What follows belongs to an exercise in optimizing a design on an open flow for small area; a production flow would make more cautious choices.
The RTL was checked by simulation tests, not by an equivalence proof against the original design.

== the baseline ==
==> flow/design.v <==
module ptp_perout_gen #(
    parameter int FNS_W        = 16,
    parameter bit OUT_POLARITY = 1'b1
) (
    input  logic        clk,
    input  logic        rst_n,
    input  logic [95:0] ts_96,
    input  logic        enable,
    input  logic        cfg_valid,
    input  logic [79:0] cfg_start,
    input  logic [79:0] cfg_period,
    input  logic [79:0] cfg_width,
    output logic        perout,
    output logic        locked,
    output logic        cfg_error
);
    localparam int TW = 78;   
    logic [TW-1:0] ts_now;
    logic [TW-1:0] start_q;
    logic [TW-1:0] start_d;     
    logic [TW-1:0] period_q;    
    logic [TW-1:0] wmp_q;       
    logic [TW-1:0] next_rise;
    logic [TW-1:0] addend;
    logic [TW-1:0] sum;
    logic [TW-1:0] ts_in;
    logic [TW-1:0] c_start, c_period, c_width;
    logic [TW-1:0] c_wmp;
    logic          c_w_lt_p;
    logic          armed;       
    logic          cfg_held;
    logic          pulse;
    logic          cfg_legal;
    logic          back_q;
    logic          was_rst;
    logic          ge_rise, ge_sum;
    logic          idle;
    logic          unused;
    function automatic logic [TW-1:0] t80(input logic [79:0] t);
        t80 = {t[79:32], t[29:0]};
    endfunction
    function automatic logic t_ge(input logic [TW-1:0] a, input logic [TW-1:0] b);
        logic g, g0, g1;
        g = 1'b1;
        g0 = 1'b0; g1 = 1'b1;
        for (int i = 0; i < TW; i++) begin
            g0 = (a[i] & ~b[i]) | ((a[i] | ~b[i]) & g0);
            g1 = (a[i] & ~b[i]) | ((a[i] | ~b[i]) & g1);
            if (i % 6 == 6 - 1 || i == TW - 1) begin
                g = g0 | (g1 & g);
                g0 = 1'b0; g1 = 1'b1;
            end
        end
        t_ge = g;
    endfunction
    function automatic logic t_ge_r(input logic [TW-1:0] a, input logic [TW-1:0] b);
        logic g;
        g = 1'b1;
        for (int i = 0; i < TW; i++) g = (a[i] & ~b[i]) | ((a[i] | ~b[i]) & g);
        t_ge_r = g;
    endfunction
    localparam logic [29:0] NS_BIAS = 30'd73741824;   
    function automatic logic [TW-1:0] t_add(input logic [TW-1:0] a, input logic [TW-1:0] b);
        logic [TW-1:0] s;
        logic          c;
        s     = a + b;
        c     = s[30] ^ a[30] ^ b[30];
        t_add = {s[TW-1:30], c ? s[29:0] : s[29:0] - NS_BIAS};
    endfunction
    function automatic logic [TW+1:0] cia(input logic [TW-1:0] a, input logic [TW-1:0] b, input logic cin);
        logic [TW-1:0] s0, s;
        logic          g, carry, cblk, pf, c30;
        carry = cin; cblk = cin; g = cin; pf = 1'b1; c30 = 1'b0;
        for (int i = 0; i < TW; i++) begin
            if (i % 6 == 0 && i != 0) begin
                cblk = carry; g = 1'b0; pf = 1'b1;
                if (i == 30) c30 = carry;
            end
            s0[i] = a[i] ^ b[i] ^ g;
            g     = (a[i] & b[i]) | (a[i] & g) | (b[i] & g);
            s[i]  = (i < 6 || !cblk) ? s0[i] : s0[i] ^ pf;
            pf    = pf & s0[i];
            if (i % 6 == 5) carry = (i < 6) ? g : (g | (cblk & pf));
        end
        cia = {carry, c30, s};
    endfunction
    function automatic logic [TW:0] t_sub_b(input logic [TW-1:0] a, input logic [TW-1:0] b);
        logic [TW+1:0] d;
        d       = cia(a, ~b, 1'b1);
        t_sub_b = {!d[TW+1], d[TW-1:30], d[TW] ? d[29:0] + NS_BIAS : d[29:0]};
    endfunction
    assign start_d   = (c_start & {TW{cfg_valid}}) | (start_q & {TW{!cfg_valid}});
    assign ts_in     = t80(ts_96[95:16]);
    assign c_start   = t80(cfg_start);
    assign c_period  = t80(cfg_period);
    assign c_width   = t80(cfg_width);
    assign unused    = ^{ts_96[47:46], ts_96[15:0], cfg_start[31:30], cfg_period[31:30], cfg_width[31:30]};
    assign {c_w_lt_p, c_wmp} = t_sub_b(c_width, c_period);
    assign cfg_legal = (c_width != '0) && c_w_lt_p;
    assign addend    = pulse ? wmp_q : period_q;
    assign sum       = t_add(next_rise, addend);
    assign ge_sum    = t_ge(ts_now, sum);
    assign ge_rise   = t_ge_r(ts_now, next_rise);
    assign idle      = !armed && !pulse;
    assign perout    = OUT_POLARITY ? pulse : ~pulse;
    always_ff @(posedge clk) begin
        ts_now  <= ts_in;
        was_rst <= !rst_n;
        back_q  <= !was_rst && !t_ge_r(ts_in, ts_now);
        start_q <= start_d;
        if (cfg_valid) begin
            period_q <= {c_period[TW-1:30], c_period[29:0] + NS_BIAS};
            wmp_q    <= c_wmp;
        end
        if (cfg_valid || !enable || idle || back_q)
            next_rise <= start_d;
        else if (armed && (ge_sum || ge_rise))
            next_rise <= sum;
    end
    always_ff @(posedge clk) begin
        if (!rst_n) begin
            armed     <= 1'b0;
            cfg_held  <= 1'b0;
            pulse     <= 1'b0;
            locked    <= 1'b0;
            cfg_error <= 1'b0;
        end else begin
            if (cfg_valid) begin
                pulse     <= 1'b0;
                locked    <= 1'b0;
                cfg_error <= !cfg_legal;
                cfg_held  <= cfg_legal;
                armed     <= cfg_legal && enable;
            end else if (!enable) begin
                armed  <= 1'b0;
                pulse  <= 1'b0;
                locked <= 1'b0;
            end else if (!idle && back_q) begin
                pulse  <= 1'b0;
                locked <= 1'b0;
                armed  <= 1'b1;
            end else if (idle) begin
                locked <= 1'b0;
                armed  <= cfg_held;
            end else if (armed) begin
                if (ge_sum) begin
                    locked <= 1'b0;
                end else if (ge_rise) begin
                    pulse  <= 1'b1;
                    locked <= 1'b1;
                    armed  <= 1'b0;
                end
            end else if (ge_sum) begin
                pulse <= 1'b0;
                armed <= 1'b1;
            end
        end
    end
endmodule
clock: 8.5 ns
lec_check: 0
abc_area: 1
cap_margin: 20
core_margin: 2
core_utilization: 60
slew_margin: 20
standard.sh (not shown) runs the stock make flow with config.mk's settings and CLKGATE_MAP_FILE= SYNTH_SCRIPT=/design/flow/synth_recipe.tcl, a recipe that flattens the netlist after the stock synthesis.
==> flow/flow/run.sh <==
#!/bin/bash
# The standard layout (standard.sh, unchanged synthesis), except that the buffers put on
# the input and output ports are the smallest buffer cell, sky130_fd_sc_hd__buf_1, and clock
# tree synthesis builds the tree from sky130_fd_sc_hd__clkbuf_16 in larger sink clusters,
# without dummy loads.
set -euo pipefail
export BUFFER_PORTS_ARGS="-buffer_cell sky130_fd_sc_hd__buf_1"
export CTS_ARGS="-sink_clustering_enable -repair_clock_nets -dont_use_dummy_load -buf_list sky130_fd_sc_hd__clkbuf_16 -sink_clustering_size 24 -sink_clustering_max_diameter 100"
bash standard.sh > standard.log 2>&1
Input-level comparison between the candidate and the baseline:
--- a/flow/design.v
+++ b/flow/design.v
@@ -44,11 +44,11 @@
         g = 1'b1;
         g0 = 1'b0; g1 = 1'b1;
         for (int i = 0; i < TW; i++) begin
             g0 = (a[i] & ~b[i]) | ((a[i] | ~b[i]) & g0);
             g1 = (a[i] & ~b[i]) | ((a[i] | ~b[i]) & g1);
-            if (i % 6 == 6 - 1 || i == TW - 1) begin
+            if (i % 10 == 10 - 1 || i == TW - 1) begin
                 g = g0 | (g1 & g);
                 g0 = 1'b0; g1 = 1'b1;
             end
         end
         t_ge = g;
==> comparison <==
[flow] the candidate | stages: complete | final checks: fail | reason: max-capacitance violations, max-slew violations. Total wirelength of the detailed-routed design | the candidate below the baseline. Between the candidate and the baseline, the first-iteration DRC count is higher for the baseline. The candidate against the baseline: via count now smaller; met1 track demand over resource fell 5.1 points. Compared with the baseline, in the candidate flip-flop and latch count about even; layout overhead on the synthesized area fell 0.68 points; share of the clock period used by the worst path after layout fell 0.39 points.

[static timing again, ports no longer ideal]
No port has a modelled driver above. Below, the same layouts with a new extraction and two added sets of constraints. Step 1 sets driving cells, clkbuf_16 on the clock port and buf_2 on the other inputs (assumed; they add their load-dependent delay and slew). Step 2 times the ports against the registers' clock, not the clock port: input delays grow and output delays shrink by t, the midpoint of the rising clock arrivals with the driver on. Three values: no drivers, after step 1, after step 2; two values: the first two.
run | shift t [ns] | setup slack, ns | clock arrival spread, ns | pins driven straight from the clock port
the baseline | 0.598 | 0.484 / 0.519 / -0.079 | 0.038 / 0.038 | 1
the candidate | 0.603 | 0.517 / 0.551 / -0.051 | 0.034 / 0.033 | 1
For the candidate, which loses most, drivers alone change the setup slack by +0.034 ns; drivers and shift together by -0.568 ns.
